This is an optimization exercise on Yosys and OpenROAD, whose aim is small area, not a production implementation.
Function was checked by simulation only, so behaviour that the tests miss may differ from the original.
Power and IR drop assume default switching activity.

==> flow/design.v <==
module reg_file_32x32 #(
    parameter int DATA_W = 32,
    parameter int ADDR_W = 5
) (
    input  logic              clk,
    input  logic              rst_n,
    input  logic              wr_valid,
    output logic              wr_ready,
    input  logic [ADDR_W-1:0] wr_addr,
    input  logic [DATA_W-1:0] wr_data,
    input  logic [ADDR_W-1:0] rd_addr_a,
    output logic [DATA_W-1:0] rd_data_a,
    input  logic [ADDR_W-1:0] rd_addr_b,
    output logic [DATA_W-1:0] rd_data_b,
    input  logic              clr_req,
    output logic              clr_busy,
    output logic              clr_done
);
    localparam int DEPTH = 1 << ADDR_W;
    localparam logic [1:0] ST_IDLE  = 2'd0;
    localparam logic [1:0] ST_CLEAR = 2'd1;
    localparam logic [1:0] ST_DONE  = 2'd2;
    localparam logic [ADDR_W-1:0] LAST_IDX = ADDR_W'(DEPTH - 1);
    logic [DATA_W-1:0] regs [DEPTH];
    logic [1:0]        state;
    logic [ADDR_W-1:0] clr_idx;
    logic              wr_fire;
    assign wr_fire  = wr_valid && wr_ready;
    assign wr_ready = (state == ST_IDLE);
    assign clr_busy = (state == ST_CLEAR);
    assign clr_done = (state == ST_DONE);
    always_ff @(posedge clk or negedge rst_n) begin
        if (!rst_n) begin
            state   <= ST_IDLE;
            clr_idx <= '0;
        end else begin
            case (state)
                ST_IDLE: begin
                    if (clr_req) begin
                        state   <= ST_CLEAR;
                        clr_idx <= '0;
                    end
                end
                ST_CLEAR: begin
                    clr_idx <= clr_idx + 1'b1;
                    if (clr_idx == LAST_IDX) begin
                        state <= ST_DONE;
                    end
                end
                ST_DONE: begin
                    state <= ST_IDLE;
                end
                default: begin
                    state <= ST_IDLE;
                end
            endcase
        end
    end
    always_ff @(posedge clk or negedge rst_n) begin
        if (!rst_n) begin
            for (int i = 0; i < DEPTH; i++) begin
                regs[i] <= '0;
            end
        end else if (state == ST_CLEAR) begin
            regs[clr_idx] <= '0;
        end else if (wr_fire) begin
            regs[wr_addr] <= wr_data;
        end
    end
    always_comb begin
        rd_data_a = regs[rd_addr_a];
        rd_data_b = regs[rd_addr_b];
    end
endmodule
==> flow/run.sh <==
#!/bin/bash
# synth_recipe.tcl (not shown) runs the flow's synth.tcl, then flattens the netlist and writes it again
# the make line also repeats each setting of config.mk as NAME=value (left out here)
make -C /OpenROAD-flow-scripts/flow DESIGN_CONFIG=/design/flow/config.mk WORK_HOME=/design/flow/orfs CLKGATE_MAP_FILE= SYNTH_SCRIPT=/design/flow/synth_recipe.tcl finish
==> flow/config.mk <==
export PLATFORM = sky130hd
export DESIGN_NAME = reg_file_32x32
export DESIGN_NICKNAME = reg_file_32x32
export VERILOG_FILES = /design/flow/design.v
export SDC_FILE = /design/flow/constraint.sdc
export NUM_CORES = 4
export LEC_CHECK = 0
export CAP_MARGIN = 20
export CORE_MARGIN = 2
export CORE_UTILIZATION = 30
export PLACE_DENSITY = 0.5
export SLEW_MARGIN = 20
==> flow/constraint.sdc <==
create_clock -name core_clock -period 10.0 [get_ports {clk}]
set_input_delay 2.0000 -clock core_clock [delete_from_list [all_inputs] [get_ports {clk}]]
set_output_delay 2.0000 -clock core_clock [all_outputs]
set_load 0.01 [all_outputs]
==> flow_summary.json, run 1 <==
{
  "io_pins": 118,
  "outcome": "complete, no violations",
  "dr.pass1.iters": 10,
  "core-area_um2": 165000,
  "holdPathStages": 2,
  "drc": 0,
  "antenna_found_initial": 24,
  "synth-async-reset-ratio_pct": 100,
  "synthXorXnorAreaFrac_pct": 0,
  "fmax_mhz": 109,
  "synth_commonest_cells": "nand2_1, dfrtp_1, o21ai_0",
  "ys_seq_area_share_pct": 51.6,
  "min_to": "regs[2][27]",
  "grt_usage_pct": 36.2,
  "yosys-top-cells-area": "dfrtp_1, a22oi_1, o21ai_0",
  "end_kind": "primary output",
  "hold_buffers": 0,
  "ant_nets": 0,
  "fin_worst_skew_ps": 25.9,
  "max_slew_margin_pct": 15.4,
  "overflow": 0,
  "cts_buffers": 117,
  "fill_cells": 17100,
  "dieWidth_um": 412,
  "seq_power_share_pct": 42.8,
  "clk_pin_slew_worst_paths_ps": 60,
  "post-route-period-util_pct": 91.5,
  "netlist_area_um2": 50000,
  "grt_max_degree": 167,
  "post_cts_buffers": 0,
  "drv_slew": 0,
  "grt_pass1_wl_um": 425000,
  "rsz0062_at_grt": "false",
  "synth_mux_area_share_pct": 0.718,
  "reg2reg_slack_ps": 5840,
  "synth-seq-cells": 1031,
  "post_drt_wl_per_cell_um": 40.0,
  "p_leak_uw": 0.0249,
  "nets": 5622,
  "p_sw_uw": 8310,
  "cts_buffer_depth": 3,
  "io_buffer_count": 117,
  "place_hpwl_um": 184000,
  "synthAdderAreaFrac_pct": 0.150,
  "hold_path_startpoint": "regs[2][27]",
  "power_density_nw_per_um2": 310,
  "worstPathMaxFanout": 15,
  "yosys.area.top_type": "dfrtp_1",
  "clkLatencyLatePin_ps": 810,
  "required_ps": 8000,
  "cts_resized": 0,
  "die_h_um": 412,
  "synth_nets": 5731,
  "yosysWarnings": 2,
  "max-vdd-ir-drop_mv": 0.297,
  "synthSimpleGateAreaFrac_pct": 16.0,
  "gp_congestion": 0.990,
  "start_kind": "input pin",
  "fin_tns_setup_ps": 0,
  "synth_flop_cell": "dfrtp_1",
  "grt_pass1_vias": 49200,
  "syn_inst": 5674,
  "drt-total-wl_um": 314000,
  "dieArea_um2": 170000,
  "cap_violations": 0,
  "rows": 149,
  "pwr-share-clk_pct": 25.6,
  "sw_frac_of_total_pct": 45.9,
  "setup_viol": 0,
  "tightestPinTransition_ps": 1270,
  "htreeDepth": 3,
  "synth.top_cell.area_share_pct": 51.6,
  "hold_violations": 0,
  "initial_core_util_pct": 30.3,
  "worstSetupPathType": "input pin to primary output",
  "clock-sinks": 1031,
  "dp_cells": 7632,
  "drtIter0Drc": 10900,
  "dpl-instance-area_um2": 54100,
  "cts_tree": "done",
  "power_frac_comb_pct": 31.6,
  "internal_power_uw": 9780,
  "hp-class": "flop to flop",
  "final_cell_area_um2": 58300,
  "synth_edf_count": 0,
  "syn_avg_cell_area_um2": 8.81,
  "r2r-start": "state[1]",
  "yosysMostFrequentCell": "nand2_1",
  "period_needed_ps": 9150,
  "rr_worst_depth": 7,
  "stdcell_count": 7867,
  "arrival_ps": 7150,
  "drive_gt1_share_pct": 9.83,
  "syn_to_final_growth_pct": 16.5,
  "routed-via-count": 53000,
  "synth_top_family_by_area": "compound AO/OA/AOI/OAI gates",
  "r2r_end": "regs[19][7]",
  "clockRootBuffer": "clkbuf_16",
  "yosys.cell_types.count": 71,
  "synth_compound_area_share_pct": 27.0,
  "via_per_inst": 6.74
}
==> cell type report <==
cell class	count	area, µm²	area share (%)
well taps	2189	2740	4.70
clock inverters	42	567	0.973
clock buffers	171	3480	5.98
flip-flops and latches	1031	25800	44.3
repair buffers	306	2840	4.87
inverters	12	45.0	0.0773
multi-input cells	4097	22700	39.0
diodes	19	47.5	0.0816
==> sequential cells by signal, summed over array words and instances (netlist names) <==
register,flops
regs,1024
clr_idx,5
state,2
==> worst max path at each step <==
| stage | cells past startpoint | end | startpoint |
|---|---|---|---|
| after global routing | 9 | rd_data_b[28] | rd_addr_b[1] |
| final | 9 | rd_data_b[28] | rd_addr_b[1] |
| after CTS | 9 | rd_data_b[28] | rd_addr_b[1] |
| after floorplan | 9 | rd_data_b[30] | rd_addr_b[0] |
| after detailed placement | 9 | rd_data_b[28] | rd_addr_b[1] |
| after global placement | 9 | rd_data_b[28] | rd_addr_b[1] |
==> metal layers <==
layer	wire length, µm	global-route usage [%]
met5	362	0.452
met1	117000	46.2
met3	44500	13.2
met4	25600	24.3
met2	127000	50.7
==> metrics by stage <==
step | power [µW] | utilization [%] | hold slack [ps] | setup slack [ps]
floorplan | 9540 | - | 464 | 4410
global placement | 12900 | 32.7 | 483 | 1240
detailed placement | 13100 | 32.7 | 495 | 1300
CTS | 17600 | 35.2 | 509 | 1290
global route | 18500 | 35.2 | 531 | 1110
finish | 18100 | 35.3 | 507 | 847
==> layout by cell type, fill, tap and decap left out, types with 8 or more instances in the layout <==
master and count:
a211oi_1 8, a21oi_1 100, a221oi_1 18, a222oi_1 14
a22o_1 25, a22oi_1 842, a31oi_1 11, and3_1 10
buf_12 14, buf_4 170, bufinv_16 10, clkbuf_1 22
clkbuf_16 120, clkbuf_8 29, clkdlybuf4s50_1 109, clkinv_2 16
dfrtp_1 1031, diode_2 19, inv_1 11, mux2i_1 28
nand2_1 1325, nand2_2 14, nand2_4 20, nand2b_1 16
nand3_1 38, nand3_2 11, nand3b_1 12, nand4_1 97
nor2_1 104, nor2_4 52, nor2b_1 16, nor3_1 94
nor3_2 9, nor4_1 39, o21ai_0 1023, o21ai_1 15
o21ai_2 30
==> critical path, cell delays in order <==
cell and delay [ps]:
clkdlybuf4s50_1 1070, nand3_1 590, nor2_4 1020, buf_4 420
a22oi_1 290, o21ai_0 530, nor3_1 200, a21oi_1 380
clkdlybuf4s50_1 610
==> logic make-up after synthesis <==
group                    Yosys count
AND/OR/NAND/NOR                 1901
adder cells (fa/ha/maj)            6
AO/OA/AOI/OAI                   2155
multiplexers                      35
buffers and inverters            546
flip-flops                      1031
==> power groups by stage <==
stage               Combinational [µW]  Clock (µW)  Sequential, µW
floorplan                         2750           0            6780
global placement                  5300           0            7630
detailed placement                5440           0            7630
CTS                               5430        4630            7580
global route                      5930        4790            7780
finish                            5710        4640            7740
==> run 2, diff against run 1 <==
==> flow/design.v (replaced) <==
module rf_wbit (
    input  logic q,
    input  logic hold,
    input  logic we,
    input  logic d,
    output logic nx
);
    assign nx = (q & hold) | (we & d);
endmodule
module rf_ao3 (
    input  logic [2:0] s,
    input  logic [2:0] d,
    output logic       y_n
);
    assign y_n = ~((s[0] & d[0]) | (s[1] & d[1]) | (s[2] & d[2]));
endmodule
module rf_ao2 (
    input  logic [1:0] s,
    input  logic [1:0] d,
    output logic       y_n
);
    assign y_n = ~((s[0] & d[0]) | (s[1] & d[1]));
endmodule
module rf_rbit (
    input  logic [31:0] s,
    input  logic [31:0] d,
    output logic        y
);
    logic [10:0] p_n;
    for (genvar g = 0; g < 10; g++) begin : g_ao3
        rf_ao3 u_ao3 (.s(s[3*g +: 3]), .d(d[3*g +: 3]), .y_n(p_n[g]));
    end
    rf_ao2 u_ao2 (.s(s[31:30]), .d(d[31:30]), .y_n(p_n[10]));
    assign y = ~(&p_n);
endmodule
module reg_file_32x32 #(
    parameter int DATA_W = 32,
    parameter int ADDR_W = 5
) (
    input  logic              clk,
    input  logic              rst_n,
    input  logic              wr_valid,
    output logic              wr_ready,
    input  logic [ADDR_W-1:0] wr_addr,
    input  logic [DATA_W-1:0] wr_data,
    input  logic [ADDR_W-1:0] rd_addr_a,
    output logic [DATA_W-1:0] rd_data_a,
    input  logic [ADDR_W-1:0] rd_addr_b,
    output logic [DATA_W-1:0] rd_data_b,
    input  logic              clr_req,
    output logic              clr_busy,
    output logic              clr_done
);
    localparam int DEPTH = 1 << ADDR_W;
    logic [DATA_W-1:0] regs [DEPTH];
    logic [DEPTH-1:0]  valid;
    logic              busy;
    logic              done;
    logic [ADDR_W-1:0] clr_idx;
    logic              wr_fire;
    logic [DEPTH-1:0]  we;
    logic [DEPTH-1:0]  sel_a;
    logic [DEPTH-1:0]  sel_b;
    assign wr_ready = ~(busy | done);
    assign clr_busy = busy;
    assign clr_done = done;
    assign wr_fire  = wr_valid & wr_ready;
    always_ff @(posedge clk or negedge rst_n) begin
        if (!rst_n) begin
            busy    <= 1'b0;
            done    <= 1'b0;
            clr_idx <= '0;
        end else begin
            done <= busy & (&clr_idx);
            if (busy) begin
                clr_idx <= clr_idx + 1'b1;
                if (&clr_idx) busy <= 1'b0;
            end else if (!done && clr_req) begin
                busy <= 1'b1;
            end
        end
    end
    always_comb begin
        for (int i = 0; i < DEPTH; i++) begin
            we[i]    = wr_fire && wr_addr == ADDR_W'(i);
            sel_a[i] = valid[i] && rd_addr_a == ADDR_W'(i);
            sel_b[i] = valid[i] && rd_addr_b == ADDR_W'(i);
        end
    end
    always_ff @(posedge clk or negedge rst_n) begin
        if (!rst_n) begin
            valid <= '0;
        end else begin
            for (int i = 0; i < DEPTH; i++) begin
                if (busy && clr_idx == ADDR_W'(i)) valid[i] <= 1'b0;
                else if (we[i]) valid[i] <= 1'b1;
            end
        end
    end
    for (genvar i = 0; i < DEPTH; i++) begin : g_row
        logic [DATA_W-1:0] nx;
        for (genvar j = 0; j < DATA_W; j++) begin : g_bit
            rf_wbit u_wbit (.q(regs[i][j]), .hold(~we[i]), .we(we[i]), .d(wr_data[j]), .nx(nx[j]));
        end
        always_ff @(posedge clk) regs[i] <= nx;
    end
    for (genvar j = 0; j < DATA_W; j++) begin : g_col
        logic [DEPTH-1:0] col;
        for (genvar i = 0; i < DEPTH; i++) begin : g_c
            assign col[i] = regs[i][j];
        end
        rf_rbit u_ra (.s(sel_a), .d(col), .y(rd_data_a[j]));
        rf_rbit u_rb (.s(sel_b), .d(col), .y(rd_data_b[j]));
    end
endmodule
--- a/flow/config.mk
+++ b/flow/config.mk
@@ -10,3 +10,4 @@
 export CORE_UTILIZATION = 30
 export PLACE_DENSITY = 0.5
 export SLEW_MARGIN = 20
+export SYNTH_HIERARCHICAL = 1
==> flow_summary.json, run 2 <==
{
  "synth_nets": 3345,
  "synth.top_cell.area_share_pct": 50.3,
  "path_delay_family": "simple AND/OR/NAND/NOR gates",
  "yosysWarnings": 9,
  "crit_top_cell": "clkdlybuf4s50_1",
  "setup_ws_ps": 2160,
  "tightestPinTransition_ps": 1350,
  "start_kind": "input pin",
  "synth-seq-cells": 1063,
  "place_hpwl_um": 126000,
  "path_cells": "clkdlybuf4s50_1, nor2b_1, and3_2, a222oi_1, nand4_1, or3_1, clkdlybuf4s50_1",
  "gp_congestion": 0.875,
  "worstSetupPathType": "input pin to primary output",
  "place_ws_ps": 2420,
  "clock-sinks": 1063,
  "top_regs": "regs (1024), valid (32), clr_idx (5)",
  "multi_input_area_um2": 19300,
  "hold_buffers": 0,
  "syn_to_final_growth_pct": 20.9,
  "syn_inst": 3288,
  "core-area_um2": 135000,
  "end_kind": "primary output",
  "final_core_util_pct": 36.5,
  "max_slew_margin_pct": 10.3,
  "max-vdd-ir-drop_mv": 0.155,
  "grt_pass1_wl_um": 294000,
  "ant_nets": 0,
  "clk_pin_slew_worst_paths_ps": 60,
  "period_needed_ps": 7840,
  "io_pins": 118,
  "io_buffer_count": 117,
  "regArea_um2": 21500,
  "routed-via-count": 39800,
  "crit_path_top_delay_cell": "and3_2",
  "cp_num_buf_inv": 2,
  "via_per_inst": 7.18,
  "yosys.area.top_type": "dfxtp_1",
  "largest_reg_flops": 1024,
  "yosys.cell_types.count": 37,
  "nets": 3725,
  "overflow": 0,
  "cts_buffers": 112,
  "fin_worst_skew_ps": 25.3,
  "initial_core_util_pct": 30.2,
  "clockRootBuffer": "clkbuf_16",
  "slowest_delay_ps": 1170,
  "grt_pass1_vias": 37700,
  "drive_gt1_share_pct": 13.3,
  "netlist_area_um2": 40800,
  "drc": 0,
  "synth-async-reset-ratio_pct": 3.67,
  "layout_common_cells": "a22o_1, dfxtp_1, a222oi_1",
  "syn_avg_cell_area_um2": 12.4,
  "rows": 135,
  "outcome": "complete, no violations",
  "setup_viol": 0,
  "cts_tree": "done",
  "yosys-top-cells-area": "dfxtp_1, a22o_1, a222oi_1",
  "die_h_um": 373,
  "cap_violations": 0,
  "htreeDepth": 3,
  "synth_flop_cell": "dfxtp_1",
  "fmax_mhz": 128,
  "drtIter0Drc": 8833,
  "fin_tns_setup_ps": 0,
  "largest_register": "regs",
  "p_leak_uw": 0.0179,
  "power_density_nw_per_um2": 192,
  "worst_hold_slack_ps": 508,
  "dr.pass1.iters": 13,
  "post_drt_wl_per_cell_um": 38.3,
  "grt_max_degree": 40,
  "post_cts_buffers": 0,
  "dieWidth_um": 373,
  "post-route-period-util_pct": 78.4,
  "cts_resized": 0,
  "arrival_ps": 5840,
  "required_ps": 8000,
  "grt_usage_pct": 29.0,
  "drv_slew": 0,
  "antenna_found_initial": 9,
  "synth_commonest_cells": "a22o_1, dfxtp_1, a222oi_1",
  "hp-class": "flop to flop",
  "ys_seq_area_share_pct": 52.7,
  "fill_cells": 13200,
  "dieArea_um2": 139000,
  "drt-total-wl_um": 212000,
  "cts_buffer_depth": 3,
  "synth_edf_count": 0,
  "worstPathMaxFanout": 32,
  "rsz0062_at_grt": "false",
  "clkLatencyLatePin_ps": 720,
  "hold_violations": 0
}
run 2: layout make-up:
cell class              instances  area share (%)
clock buffers                 166            6.77
clock inverters                39           0.921
well taps                    1781            4.52
repair buffers                273            4.78
flip-flops and latches       1063            43.5
multi-input cells            2182            39.2
diodes                          4          0.0203
inverters                      36           0.274
run 2: layer usage:
metal / share of wire [%] / global-route usage (%)
met5: 0.010 / 0
met2: 41 / 41.2
met3: 13 / 8.11
met4: 5.6 / 15.0
met1: 40 / 39.6
run 2: report_power, final:
part           internal, µW  total [µW]  switching [µW]  leakage (µW)
Clock                  2510        4340            1840       0.00188
Combinational           236         509             274       0.00724
Sequential             4440        4620             184       0.00882
Total                  7180        9470            2290        0.0179
run 2: final timing paths:
kind	from	end	slack (ps)	cells past startpoint
setup reg to reg	busy	regs[11][18]	5940	6
hold / removal	regs[15][22]	regs[15][22]	510	1
min in group asynchronous	rst_n	clr_idx[4]	1400	1
max in group asynchronous	rst_n	valid[21]	7990	1
hold reg to reg	regs[15][22]	regs[15][22]	510	1
setup / recovery	rd_addr_a[0]	rd_data_a[15]	2160	7
run 2: Yosys stat by module (local to each module, per instance):
| module | times used | cells inside |
|---|---|---|
| reg_file_32x32 | 1 | 1304 |
| rf_rbit | 64 | 4 |
| rf_ao2 | 64 | 1 |
| rf_ao3 | 640 | 1 |
| rf_wbit | 1024 | 1 |
run 2: metrics by stage:
step	cells	total power, µW	cell area (µm²)
after floorplan	3288	4940	40800
after detailed placement	5335	5200	45500
after global placement	5334	5200	45500
after CTS	5540	9500	49300
after global routing	5540	9740	49300
final	5544	9470	49300
run 2: cell families after synthesis:
| logic type | count (synthesis) | share of synthesized area (%) |
|---|---|---|
| multiplexers | 1 | 0.0245 |
| buffers and inverters | 43 | 0.436 |
| XOR/XNOR | 3 | 0.0644 |
| adder cells (fa/ha/maj) | 6 | 0.184 |
| AO/OA/AOI/OAI | 1762 | 40.4 |
| flip-flops | 1063 | 52.7 |
| AND/OR/NAND/NOR | 410 | 6.25 |
==> run 3, diff against run 2 <==
--- a/flow/design.v
+++ b/flow/design.v
@@ -14,24 +14,40 @@
 );
     assign y_n = ~((s[0] & d[0]) | (s[1] & d[1]) | (s[2] & d[2]));
 endmodule
-module rf_ao2 (
+module rf_tail (
+    input  logic [1:0] p_n,
     input  logic [1:0] s,
     input  logic [1:0] d,
-    output logic       y_n
+    output logic       y
 );
-    assign y_n = ~((s[0] & d[0]) | (s[1] & d[1]));
+    assign y = ~(&p_n) | (s[0] & d[0]) | (s[1] & d[1]);
+endmodule
+module rf_nand4 (
+    input  logic [3:0] a,
+    output logic       y
+);
+    assign y = ~(&a);
+endmodule
+module rf_or3 (
+    input  logic [2:0] a,
+    output logic       y
+);
+    assign y = |a;
 endmodule
 module rf_rbit (
     input  logic [31:0] s,
     input  logic [31:0] d,
     output logic        y
 );
-    logic [10:0] p_n;
+    logic [9:0] p_n;
+    logic [2:0] t;
     for (genvar g = 0; g < 10; g++) begin : g_ao3
         rf_ao3 u_ao3 (.s(s[3*g +: 3]), .d(d[3*g +: 3]), .y_n(p_n[g]));
     end
-    rf_ao2 u_ao2 (.s(s[31:30]), .d(d[31:30]), .y_n(p_n[10]));
-    assign y = ~(&p_n);
+    rf_nand4 u_n0 (.a(p_n[3:0]), .y(t[0]));
+    rf_nand4 u_n1 (.a(p_n[7:4]), .y(t[1]));
+    rf_tail u_tail (.p_n(p_n[9:8]), .s(s[31:30]), .d(d[31:30]), .y(t[2]));
+    rf_or3 u_or (.a(t), .y(y));
 endmodule
 module reg_file_32x32 #(
     parameter int DATA_W = 32,
--- a/flow/config.mk
+++ b/flow/config.mk
@@ -7,7 +7,9 @@
 export LEC_CHECK = 0
 export CAP_MARGIN = 20
 export CORE_MARGIN = 2
-export CORE_UTILIZATION = 30
-export PLACE_DENSITY = 0.5
+export CORE_UTILIZATION = 50
+export CTS_CLUSTER_DIAMETER = 60
+export CTS_CLUSTER_SIZE = 18
+export PLACE_DENSITY = 0.65
 export SLEW_MARGIN = 20
 export SYNTH_HIERARCHICAL = 1
==> flow_summary.json, run 3 <==
{
  "period_needed_ps": 8040,
  "holdPathStages": 1,
  "io_buffer_count": 117,
  "syn_to_final_growth_pct": 15.7,
  "required_ps": 8000,
  "dr.pass1.iters": 11,
  "via_per_inst": 8.62,
  "drc": 0,
  "worstSetupPathType": "input pin to primary output",
  "overflow": 0,
  "grt_pass1_wl_um": 272000,
  "sw_frac_of_total_pct": 24.7,
  "synth_nets": 3345,
  "post_cts_buffers": 0,
  "power_frac_comb_pct": 6.0,
  "grt_max_degree": 40,
  "drt-total-wl_um": 192000,
  "yosys.cell_types.count": 37,
  "hold_violations": 0,
  "synth_edf_count": 0,
  "initial_core_util_pct": 50.4,
  "max_slew_margin_pct": 13.3,
  "start_kind": "input pin",
  "rsz0062_at_grt": "false",
  "tightestPinTransition_ps": 1300,
  "synth_flop_cell": "dfxtp_1",
  "drtIter0Drc": 9365,
  "die_h_um": 288,
  "max-vdd-ir-drop_mv": 0.175,
  "clock-sinks": 1063,
  "routed-via-count": 40900,
  "outcome": "complete, no violations",
  "clkLatencyLatePin_ps": 660,
  "drv_slew": 0,
  "dp_cells": 4616,
  "p_leak_uw": 0.0174,
  "synth.top_cell.area_share_pct": 50.7,
  "power_density_nw_per_um2": 182,
  "cts_tree": "done",
  "htreeDepth": 3,
  "fmax_mhz": 124,
  "yosysWarnings": 9,
  "rows": 104,
  "dieWidth_um": 288,
  "gp_congestion": 0.949,
  "worstPathMaxFanout": 18,
  "largest_register": "regs",
  "netlist_area_um2": 40500,
  "internal_power_uw": 6400,
  "syn_inst": 3288,
  "yosys-top-cells-area": "dfxtp_1, a22o_1, a222oi_1",
  "cts_resized": 0,
  "grt_pass1_vias": 39600,
  "cts_buffers": 81,
  "fin_worst_skew_ps": 16.9,
  "fin_tns_setup_ps": 0,
  "antenna_found_initial": 7,
  "setup_viol": 0,
  "r2r_end": "regs[3][27]",
  "post_drt_wl_per_cell_um": 40.4,
  "synth-async-reset-ratio_pct": 3.67,
  "rr_worst_depth": 6,
  "cts_buffer_depth": 3,
  "r2r-start": "busy",
  "final_core_util_pct": 58.3,
  "post-route-period-util_pct": 80.4,
  "end_kind": "primary output",
  "dieArea_um2": 83200,
  "grt_usage_pct": 44.2,
  "place_hpwl_um": 111000,
  "arrival_ps": 6040,
  "power.total_uw": 8500,
  "hold_path_startpoint": "regs[16][14]",
  "clockRootBuffer": "clkbuf_16",
  "core-area_um2": 80300,
  "min_to": "regs[16][14]",
  "cap_violations": 0,
  "seq_power_share_pct": 54.2,
  "yosys.area.top_type": "dfxtp_1",
  "p_sw_uw": 2100,
  "nets": 3697,
  "top_regs": "regs (1024), valid (32), clr_idx (5)",
  "reg2reg_slack_ps": 6240,
  "stdcell_count": 4746,
  "synth-seq-cells": 1063,
  "drive_gt1_share_pct": 8.91,
  "largest_reg_flops": 1024,
  "hold_buffers": 0,
  "io_pins": 118,
  "clk_pin_slew_worst_paths_ps": 70,
  "syn_avg_cell_area_um2": 12.3,
  "ys_seq_area_share_pct": 53.1,
  "hp-class": "flop to flop",
  "synth_commonest_cells": "a22o_1, dfxtp_1, a222oi_1",
  "pwr-share-clk_pct": 39.8,
  "layout_common_cells": "a22o_1, dfxtp_1, a222oi_1",
  "ant_nets": 0
}
==> run 3: changes by cell type in the layout (fill, tap and decap cells not counted), sizes merged <==
| cell | delta |
|---|---|
| clkbuf | -80 |
| clkinv | -16 |
| inv | +10 |
| buf | +5 |
| clkinvlp | +5 |
| clkdlybuf4s50 | -2 |
| diode | +1 |
==> run 3: worst max-delay path: stages <==
cell and delay, ps:
clkdlybuf4s50_1 590, nor3b_1 540, and3_1 1010, buf_4 480
a222oi_1 170, nand4_1 300, or3_1 340, clkdlybuf4s50_1 600
==> run 3: power by group through the flow <==
stage / clock, µW / sequential [µW] / combinational, µW
floorplan: 0 / 4640 / 296
global placement: 0 / 4680 / 478
detailed placement: 0 / 4700 / 497
CTS: 3370 / 4600 / 498
global route: 3520 / 4630 / 533
finish: 3380 / 4610 / 511
==> run 3: cells by family after synthesis <==
| family | Yosys count | share of synthesized area [%] |
|---|---|---|
| fa+ha+maj | 6 | 0.186 |
| flops | 1063 | 53.1 |
| xor+xnor | 3 | 0.0649 |
| buf+inv | 43 | 0.439 |
| mux | 1 | 0.0247 |
| compound gates | 1762 | 39.9 |
| simple gates | 410 | 6.30 |
==> run 3: Yosys stat by module (local to each module, per instance), excerpt <==
module,cell area (µm²),cells
rf_or3,6.26,1
rf_nand4,6.26,1
rf_ao3,10.0,1
reg_file_32x32,23100,1304
rf_tail,12.5,2
rf_wbit,8.76,1
==> run 3: final cells by class <==
type	instances	area [µm²]
antenna	5	12.5
multi-input combinational	2182	18900
timing repair buffer	276	2380
clock buffer	86	2080
clock inverter	38	500
tap	1060	1330
inverter	36	135
fill	6562	33500
sequential	1063	21500
==> run 3: metrics by stage <==
stage                     setup WS [ps]  hold WS (ps)  area [µm²]
after global placement             2340           485       44200
after detailed placement           2280           494       44200
final                              1960           513       46800
after floorplan                    4460           475       40500
after global routing               2000           524       46800
after CTS                          2260           512       46800
==> run 3: layer usage <==
metal | share of wire [%] | vias to the layer above | routed length (µm) | GRT usage [%]
li1 | - | 16000 | - | -
met1 | 35 | 19800 | 66700 | 56.0
met2 | 40 | 4143 | 77600 | 62.8
met3 | 16 | 953 | 30400 | 14.7
met4 | 9.0 | 4 | 17200 | 32.2
met5 | 0.017 | - | 32 | 0
==> run 3: worst max path at each step <==
stage | start | to | cells after the start
global route | rd_addr_b[3] | rd_data_b[27] | 8
global placement | rd_addr_a[0] | rd_data_a[0] | 9
finish | rd_addr_b[3] | rd_data_b[27] | 8
floorplan | rd_addr_a[1] | rd_data_a[0] | 5
CTS | rd_addr_b[3] | rd_data_b[27] | 8
detailed placement | rd_addr_b[3] | rd_data_b[27] | 8
==> run 4, diff against run 3 <==
==> flow/flow/run.sh (new file) <==
#!/bin/bash
# Layout flow: the standard ORFS flow (standard.sh), with two changes to how the
# layout is built:
#  * the port buffers are sky130_fd_sc_hd__buf_2 cells (one per input and output port);
#  * clock tree synthesis uses no dummy loads, small sink clusters of clkbuf_8 leaf
#    buffers and a clkbuf_16 root.
# make's full output goes to flow_make.log; each ORFS step writes its own log under
# orfs/logs/.
set -euo pipefail
CTS_ARGS="-sink_clustering_enable -repair_clock_nets -dont_use_dummy_load"
CTS_ARGS+=" -sink_clustering_size 18 -sink_clustering_max_diameter 60"
CTS_ARGS+=" -root_buf sky130_fd_sc_hd__clkbuf_16 -sink_clustering_buffer sky130_fd_sc_hd__clkbuf_8"
CTS_ARGS+=" -buf_list {sky130_fd_sc_hd__clkbuf_8 sky130_fd_sc_hd__clkbuf_16}"
bash standard.sh \
  "BUFFER_PORTS_ARGS=-buffer_cell sky130_fd_sc_hd__buf_2" \
  "CTS_ARGS=$CTS_ARGS" \
  finish > flow_make.log 2>&1
==> flow/standard.sh (new file) <==
#!/bin/bash
# synth_recipe.tcl (not shown) runs the flow's synth.tcl, then flattens the netlist and writes it again
# the make line also repeats each setting of config.mk as NAME=value (left out here)
make -C /OpenROAD-flow-scripts/flow DESIGN_CONFIG=/design/flow/config.mk WORK_HOME=/design/flow/orfs CLKGATE_MAP_FILE= SYNTH_SCRIPT=/design/flow/synth_recipe.tcl "${@:-finish}"
--- a/flow/config.mk
+++ b/flow/config.mk
@@ -8,8 +8,6 @@
 export CAP_MARGIN = 20
 export CORE_MARGIN = 2
 export CORE_UTILIZATION = 50
-export CTS_CLUSTER_DIAMETER = 60
-export CTS_CLUSTER_SIZE = 18
 export PLACE_DENSITY = 0.65
 export SLEW_MARGIN = 20
 export SYNTH_HIERARCHICAL = 1
removed: flow/run.sh
==> flow_summary.json, run 4 <==
{
  "rr_worst_depth": 6,
  "ys_seq_area_share_pct": 53.1,
  "met3_usage_pct": 14.3,
  "cts_buffers": 81,
  "nets": 3647,
  "drv_slew": 0,
  "post_drt_wl_per_cell_um": 41.1,
  "outcome": "complete, no violations",
  "clk_pin_slew_worst_paths_ps": 60,
  "initial_core_util_pct": 50.4,
  "syn_to_final_growth_pct": 10.1,
  "post-route-period-util_pct": 72.6,
  "hold_buffers": 0,
  "cts_tree": "done",
  "worst_hold_slack_ps": 510,
  "start_kind": "input pin",
  "max_slew_margin_pct": 12.1,
  "synth.top_cell.area_share_pct": 50.7,
  "yosys.area.top_type": "dfxtp_1",
  "worstPathMaxFanout": 19,
  "overflow": 0,
  "htreeDepth": 3,
  "hp-class": "flop to flop",
  "netlist_area_um2": 40500,
  "grt_pass1_vias": 39700,
  "power.total_uw": 7310,
  "clock-sinks": 1063,
  "clkLatencyLatePin_ps": 640,
  "gp_congestion": 0.926,
  "top_usage_layer": "met2",
  "startpoint": "rd_addr_b[0]",
  "antenna_found_initial": 7,
  "clockRootBuffer": "clkbuf_16",
  "dieArea_um2": 83200,
  "fill_cells": 6829,
  "drt-total-wl_um": 192000,
  "yosys-top-cells-area": "dfxtp_1, a22o_1, a222oi_1",
  "synth_nets": 3345,
  "rows": 104,
  "p_leak_uw": 0.0166,
  "core-area_um2": 80300,
  "cts_resized": 0,
  "io_buffer_count": 117,
  "post_cts_buffers": 0,
  "drc": 0,
  "final_core_util_pct": 55.5,
  "fmax_mhz": 138,
  "drtIter0Drc": 9974,
  "top_regs": "regs (1024), valid (32), clr_idx (5)",
  "tightestPinTransition_ps": 1320,
  "r2r-start": "busy",
  "die_h_um": 288,
  "rsz0062_at_grt": "false",
  "via_per_inst": 8.67,
  "largest_reg_flops": 1024,
  "synth-async-reset-ratio_pct": 3.67,
  "largest_register": "regs",
  "grt_usage_pct": 44.1,
  "yosysWarnings": 9,
  "dieWidth_um": 288,
  "hold_violations": 0,
  "routed-via-count": 40400,
  "yosys.cell_types.count": 37,
  "ant_nets": 0,
  "grt_max_degree": 40,
  "end_kind": "primary output",
  "max-vdd-ir-drop_mv": 0.111,
  "crit_path_end": "rd_data_b[20]",
  "io_pins": 118,
  "layout_common_cells": "a22o_1, dfxtp_1, a222oi_1",
  "power_density_nw_per_um2": 164,
  "use_met1_pct": 55.2,
  "dr.pass1.iters": 13,
  "cap_violations": 0,
  "synth_flop_cell": "dfxtp_1",
  "r2r_end": "regs[31][0]",
  "synth_commonest_cells": "a22o_1, dfxtp_1, a222oi_1",
  "syn_avg_cell_area_um2": 12.3,
  "worstSetupPathType": "input pin to primary output",
  "synth-seq-cells": 1063,
  "fin_worst_skew_ps": 45.9,
  "syn_inst": 3288,
  "grt_pass1_wl_um": 272000,
  "setup_viol": 0,
  "met2_usage_pct": 63.0,
  "place_hpwl_um": 110000,
  "synth_edf_count": 0,
  "fin_tns_setup_ps": 0,
  "drive_gt1_share_pct": 10.0,
  "period_needed_ps": 7260,
  "arrival_ps": 5260,
  "required_ps": 8000,
  "reg2reg_slack_ps": 6070,
  "cts_buffer_depth": 3
}
-- run 4: cell types whose count changed in the layout (fill, tap and decap cells not counted), moves of 50 or more --
| cell | change |
|---|---|
| buf_2 | +114 |
| clkdlybuf4s50_1 | -114 |
| buf_4 | -50 |
| clkbuf_16 | -72 |
| clkbuf_8 | +69 |
-- run 4: metal layers --
| layer | up-vias | routed length [µm] |
|---|---|---|
| li1 | 15800 | - |
| met5 | - | 62 |
| met2 | 4076 | 78300 |
| met3 | 919 | 30600 |
| met1 | 19600 | 65900 |
| met4 | 8 | 16700 |
-- run 4: worst min path at each step --
| stage | startpoint | end | slack [ps] | depth (start not counted) |
|---|---|---|---|---|
| 6_report | regs[30][0] | regs[30][0] | 510 | 1 |
| 5_1_grt | regs[18][17] | regs[18][17] | 520 | 1 |
| 4_1_cts | regs[18][17] | regs[18][17] | 510 | 1 |
| 3_5_place_dp | regs[22][18] | regs[22][18] | 490 | 1 |
| 3_3_place_gp | regs[24][27] | regs[24][27] | 490 | 1 |
| 2_1_floorplan | regs[0][0] | regs[0][0] | 480 | 1 |
-- run 4: critical path, cell delays in order --
cell	delay [ps]
buf_2	110
nor2b_1	720
and3_1	1040
buf_4	420
a222oi_1	160
nand4_1	420
or3_1	220
buf_2	140
-- run 4: report_power, final --
| group | leakage, µW | internal (µW) | switching (µW) |
|---|---|---|---|
| combinational | 0.00718 | 213 | 267 |
| sequential | 0.00882 | 4430 | 176 |
| clock | 0.000629 | 814 | 1410 |
-- run 4: per-module statistics from Yosys, one instance, submodules excluded, a selection --
module	times used	flops+latches
reg_file_32x32	1	1063
rf_ao3	640	0
rf_tail	64	0
rf_or3	64	0
rf_nand4	128	0
rf_wbit	1024	0
-- run 4: cell type report --
class | count | area [µm²] | area share [%]
timing repair buffer | 226 | 1440 | 3.24
tap | 1060 | 1330 | 2.98
clock buffer | 81 | 1220 | 2.73
inverter | 36 | 135 | 0.303
antenna | 11 | 27.5 | 0.0618
multi-input combinational | 2182 | 18900 | 42.5
sequential | 1063 | 21500 | 48.2
-- run 4: per-stage QoR --
step,setup slack [ps],instance area [µm²],instances
detailed placement,3060,43300,4567
global placement,3120,43300,4565
CTS,3050,44500,4648
global route,2910,44500,4651
floorplan,4460,40500,3288
finish,2740,44600,4659
-- run 4: kinds of logic (layout without fill, tap and decap cells) --
group,after synthesis,count (layout),share of synthesized area [%]
AO/OA/AOI/OAI,1762,1762,39.9
flip-flops,1063,1063,53.1
AND/OR/NAND/NOR,410,410,6.30
buffers and inverters,43,343,0.439
adder cells (fa/ha/maj),6,6,0.186
XOR/XNOR,3,3,0.0649
multiplexers,1,1,0.0247
other,0,11,0

## port drivers added, routing unchanged
The results above use ideal ports. As a check the final layouts listed here were re-extracted and re-timed, cells and wires unchanged. Step 1 assumes that a clkbuf_16 drives the clock port and a buf_2 every other input. Step 2 times the ports against the registers' clock, not the clock port: input delays grow and output delays shrink by t, the midpoint of the rising clock arrivals with the driver on. Slacks: ideal / step 1 / step 2; pairs: ideal / step 1.
run | t (ns) | slack for setup (ns) | latest minus earliest clock arrival (ns) | pins driven straight from the clock port
run 1 | 0.869 | 0.847 / 0.810 / 0.810 | 0.043 / 0.042 | 1
run 2 | 0.799 | 2.158 / 2.130 / 2.130 | 0.048 / 0.048 | 1
run 3 | 0.718 | 1.957 / 1.911 / 1.911 | 0.022 / 0.022 | 1
run 4 | 0.702 | 2.744 / 2.719 / 2.719 | 0.074 / 0.075 | 1
After both steps setup and hold are still met in every run listed. For run 3, which loses most, drivers alone change the setup slack by -0.046 ns; drivers and shift together by -0.046 ns.
